Source: an optimization exercise on an open RTL-to-GDS flow (aim: small area). Production flows keep margins and buffers that such runs may drop.
In this exercise RTL edits were held to simulation tests only and were not proved equivalent to the original.
Power is estimated from default activity; no workload was simulated.

== job 101 ==
==> module apb_completer_mem, before the edit <==
module apb_completer_mem #(
    parameter int ADDR_W = 60,
    parameter int DATA_W = 32,
    parameter int IDX_W  = 4,
    parameter int WAIT_W = 4,
    parameter int CNT_W  = 16
) (
    input  logic                pclk,
    input  logic                preset,
    input  logic                psel,
    input  logic                penable,
    input  logic                pwrite,
    input  logic [ADDR_W-1:0]   paddr,
    input  logic [DATA_W-1:0]   pwdata,
    input  logic [DATA_W/8-1:0] pstrb,
    input  logic [WAIT_W-1:0]   wait_cfg,
    output logic                pready,
    output logic [DATA_W-1:0]   prdata,
    output logic                pslverr,
    output logic [CNT_W-1:0]    wr_cnt,
    output logic [CNT_W-1:0]    rd_cnt,
    output logic [CNT_W-1:0]    err_cnt
);
    localparam int STRB_W    = DATA_W / 8;
    localparam int MEM_DEPTH = 2 ** IDX_W;
    logic                               done_q, wait_q;
    logic [WAIT_W-1:0]                  cnt_q;
    logic                               err_q, rdok_q;
    logic [IDX_W-1:0]                   rot_q;
    logic [MEM_DEPTH-1:0]               sel_q;     
    logic [MEM_DEPTH-1:0]               vld_q;     
    logic [MEM_DEPTH-1:0][DATA_W-1:0]   slot_q;
    logic                               pend_q;
    logic [STRB_W-1:0]                  bstrb_q;
    logic [DATA_W-1:0]                  bwd_q;     
    logic [CNT_W-1:0]                   wr_cnt_q, rd_cnt_q, err_cnt_q;
    logic idle, setup, last, a_err, commit, wr_commit, rd_en;
    logic done_d, wait_d;
    logic [IDX_W-1:0] npos;
    logic [DATA_W-1:0] wdata_m;
    assign idle   = !wait_q && !done_q;
    assign setup  = idle && psel && !penable;
    assign last   = (cnt_q == WAIT_W'(1));
    assign a_err  = (paddr[1:0] != 2'b00) || (paddr[ADDR_W-1:IDX_W+2] != '0);
    assign done_d = setup ? (wait_cfg == '0) : (wait_q && psel && last);
    assign wait_d = setup ? (wait_cfg != '0) : (wait_q && psel && !last);
    assign commit    = done_q && psel;
    assign wr_commit = commit && !err_q && !rdok_q;
    assign rd_en     = done_q && rdok_q;
    always_comb begin
        for (int b = 0; b < STRB_W; b++) begin
            wdata_m[8*b +: 8] = pwdata[8*b +: 8] & {8{pstrb[b]}};
        end
    end
    assign npos = paddr[IDX_W+1:2] + rot_q + 1'b1;
    always_ff @(posedge pclk or posedge preset) begin
        if (preset) begin
            done_q <= 1'b0;
            wait_q <= 1'b0;
            rot_q  <= '0;
            pend_q <= 1'b0;
        end else begin
            done_q <= done_d;
            wait_q <= wait_d;
            rot_q  <= rot_q + 1'b1;
            pend_q <= wr_commit && |(sel_q & {(MEM_DEPTH/2){2'b01}});
        end
    end
    always_ff @(posedge pclk) begin
        cnt_q   <= wait_q ? cnt_q - 1'b1 : wait_cfg;
        err_q   <= a_err;
        rdok_q  <= !pwrite && !a_err;
        for (int s = 0; s < MEM_DEPTH; s++) begin
            sel_q[s]  <= (npos == IDX_W'(s));
        end
        bstrb_q <= pstrb;
        bwd_q   <= wdata_m;
    end
    for (genvar s = 0; s < MEM_DEPTH; s++) begin : g_slot
        localparam int P = (s + MEM_DEPTH - 1) % MEM_DEPTH;
        if (s % 2 == 0) begin : g_wr
            logic we;
            assign we = (wr_commit || pend_q) && sel_q[P];
            always_ff @(posedge pclk or posedge preset) begin
                if (preset) vld_q[s] <= 1'b0;
                else        vld_q[s] <= vld_q[P] || we;
            end
            for (genvar b = 0; b < STRB_W; b++) begin : g_byte
                always_ff @(posedge pclk) begin
                    if (we && (bstrb_q[b] || !vld_q[P]))
                        slot_q[s][8*b +: 8] <= bwd_q[8*b +: 8];
                    else
                        slot_q[s][8*b +: 8] <= slot_q[P][8*b +: 8];
                end
            end
        end else begin : g_sh
            always_ff @(posedge pclk or posedge preset) begin
                if (preset) vld_q[s] <= 1'b0;
                else        vld_q[s] <= vld_q[P];
            end
            always_ff @(posedge pclk) slot_q[s] <= slot_q[P];
        end
    end
    always_ff @(posedge pclk or posedge preset) begin
        if (preset) begin
            wr_cnt_q  <= '0;
            rd_cnt_q  <= '0;
            err_cnt_q <= '0;
        end else if (commit) begin
            if (err_q) begin
                if (err_cnt_q != '1) err_cnt_q <= err_cnt_q + 1'b1;
            end else if (rdok_q) begin
                if (rd_cnt_q != '1) rd_cnt_q <= rd_cnt_q + 1'b1;
            end else begin
                if (wr_cnt_q != '1) wr_cnt_q <= wr_cnt_q + 1'b1;
            end
        end
    end
    always_comb begin
        prdata = '0;
        for (int s = 0; s < MEM_DEPTH; s++) begin
            if (rd_en && sel_q[s] && vld_q[s])
                prdata = prdata | slot_q[s];
        end
    end
    assign pready  = done_q;
    assign pslverr = done_q && err_q;
    assign wr_cnt  = wr_cnt_q;
    assign rd_cnt  = rd_cnt_q;
    assign err_cnt = err_cnt_q;
endmodule
export LEC_CHECK = 0
export CAP_MARGIN = 5
export CORE_MARGIN = 2
export CORE_UTILIZATION = 75
export SLEW_MARGIN = 5
create_clock -name core_clock -period 5.0 [get_ports {pclk}]
standard.sh (not shown) runs the stock make flow with config.mk's settings and CLKGATE_MAP_FILE= SYNTH_SCRIPT=/design/flow/synth_recipe.tcl, a recipe that flattens the netlist after the stock synthesis.
==> flow/flow/run.sh <==
#!/bin/bash
# Standard synthesis, then the standard ORFS layout with: combinational cells
# swapped to their smallest size and remapped for area by OpenROAD's
# restructure before floorplan (resizing then upsizes only where
# needed), port buffers of the smallest buffer, and a clock tree of small
# clock buffers with larger sink clusters.
set -uo pipefail
W=$(pwd)
bash standard.sh synth > "$W/synth.log" 2>&1 || { tail -50 "$W/synth.log"; exit 1; }
# Library for restructure's ABC run, without the platform's don't-use cells.
DU=$(make -s -C "$FLOW_HOME" DESIGN_CONFIG="$W/config.mk" print-DONT_USE_CELLS 2>/dev/null | sed 's/^DONT_USE_CELLS: //')
LIB=$(make -s -C "$FLOW_HOME" DESIGN_CONFIG="$W/config.mk" print-LIB_FILES 2>/dev/null | sed 's/^LIB_FILES: //' | awk '{print $1}')
python3 "$W/flow/filter_lib.py" "$LIB" "$W/rmp.lib" "$DU" > "$W/filter_lib.log" 2>&1 || exit 1
if grep -q "lpflow_inputiso" "$W/rmp.lib"; then echo "don't-use cells left in rmp.lib"; exit 1; fi
export RMP_LIB="$W/rmp.lib"
export RMP_DIR="$W/rmp_work"
export FULL_LIB="$LIB"
export RESULTS="$W/orfs/results/sky130hd/apb_completer_mem/base"
DONT_USE_CELLS="$DU" openroad -no_init -exit "$W/flow/restructure_step.tcl" > "$W/restructure.log" 2>&1 || { tail -50 "$W/restructure.log"; exit 1; }
export BUFFER_PORTS_ARGS="-buffer_cell sky130_fd_sc_hd__buf_1"
export CTS_ARGS="-sink_clustering_enable -repair_clock_nets -dont_use_dummy_load -buf_list {sky130_fd_sc_hd__clkbuf_8} -sink_clustering_size 20 -sink_clustering_max_diameter 45"
bash standard.sh finish > "$W/layout.log" 2>&1 || { tail -50 "$W/layout.log"; exit 1; }
Other scripts of this flow, unchanged in this note and not shown: flow/flow/downsize.tcl, flow/flow/filter_lib.py, flow/flow/restructure_step.tcl
Job 101 ended with every stage complete and zero timing, DRC or antenna violations.
Setup changes, job 101 to job 102
--- a/flow/design.v
+++ b/flow/design.v
@@ -23,6 +23,7 @@
 );
     localparam int STRB_W    = DATA_W / 8;
     localparam int MEM_DEPTH = 2 ** IDX_W;
+    localparam logic [MEM_DEPTH-1:0] INV_R = {(MEM_DEPTH/4){4'b1100}};
     logic                               done_q, wait_q;
     logic [WAIT_W-1:0]                  cnt_q;
     logic                               err_q, rdok_q;
@@ -78,6 +79,7 @@
     end
     for (genvar s = 0; s < MEM_DEPTH; s++) begin : g_slot
         localparam int P = (s + MEM_DEPTH - 1) % MEM_DEPTH;
+        localparam bit INV = (s / 2) % 2;
         if (s % 2 == 0) begin : g_wr
             logic we;
             assign we = (wr_commit || pend_q) && sel_q[P];
@@ -88,9 +90,9 @@
             for (genvar b = 0; b < STRB_W; b++) begin : g_byte
                 always_ff @(posedge pclk) begin
                     if (we && (bstrb_q[b] || !vld_q[P]))
-                        slot_q[s][8*b +: 8] <= bwd_q[8*b +: 8];
+                        slot_q[s][8*b +: 8] <= bwd_q[8*b +: 8] ^ {8{INV}};
                     else
-                        slot_q[s][8*b +: 8] <= slot_q[P][8*b +: 8];
+                        slot_q[s][8*b +: 8] <= ~slot_q[P][8*b +: 8];
                 end
             end
         end else begin : g_sh
@@ -120,7 +122,7 @@
         prdata = '0;
         for (int s = 0; s < MEM_DEPTH; s++) begin
             if (rd_en && sel_q[s] && vld_q[s])
-                prdata = prdata | slot_q[s];
+                prdata = prdata | (slot_q[s] ^ {DATA_W{INV_R[s]}});
         end
     end
     assign pready  = done_q;
- Final cycle utilization of the critical path came out higher on job 102 than on job 101.
- Job 102 vs job 101: core utilization up
- Against job 101, job 102 comes in 228 lower on via count of the first global-routing pass.
- Compared with job 101, in job 102 met1 track demand over resource went up 1.8 points, number of ordinary inverters in the final layout lower.
- Compared with job 101, job 102 shows a worst path setup slack after routing that is 0.14 ns lower.
- In job 102 relative to job 101, number of standard cells after synthesis had gone down by a few percent.
- Diff job 101..job 102 | overall power consumption | negligible

## afterwards: timing with drivers on the ports
In the flow no input, the clock included, has a driving cell. The finished layouts below were timed again as built, in two steps. Step 1 (the two cells are an assumption about what drives the block):
set clk [get_ports {pclk}]
set_driving_cell -lib_cell sky130_fd_sc_hd__clkbuf_16 $clk
set_driving_cell -lib_cell sky130_fd_sc_hd__buf_2 [delete_from_list [all_inputs] $clk]
Step 2 also shifts input and output timing later by t, the mid clock arrival at the registers, as if the neighbouring blocks saw the same clock. a / b / c = ideal / step 1 / step 2; a / b = the first two.
run	shift t [ns]	setup WS [ns]	worst setup path after step 2	clock arrival spread, ns	slew at the worst register clock pin (ns)
job 101	0.629	0.617 / 0.570 / 1.197	input to register	0.066 / 0.065	0.12 / 0.12
job 102	0.641	0.476 / 0.432 / 0.671	input to register	0.063 / 0.063	0.12 / 0.12
After both steps every run listed still meets setup and hold.
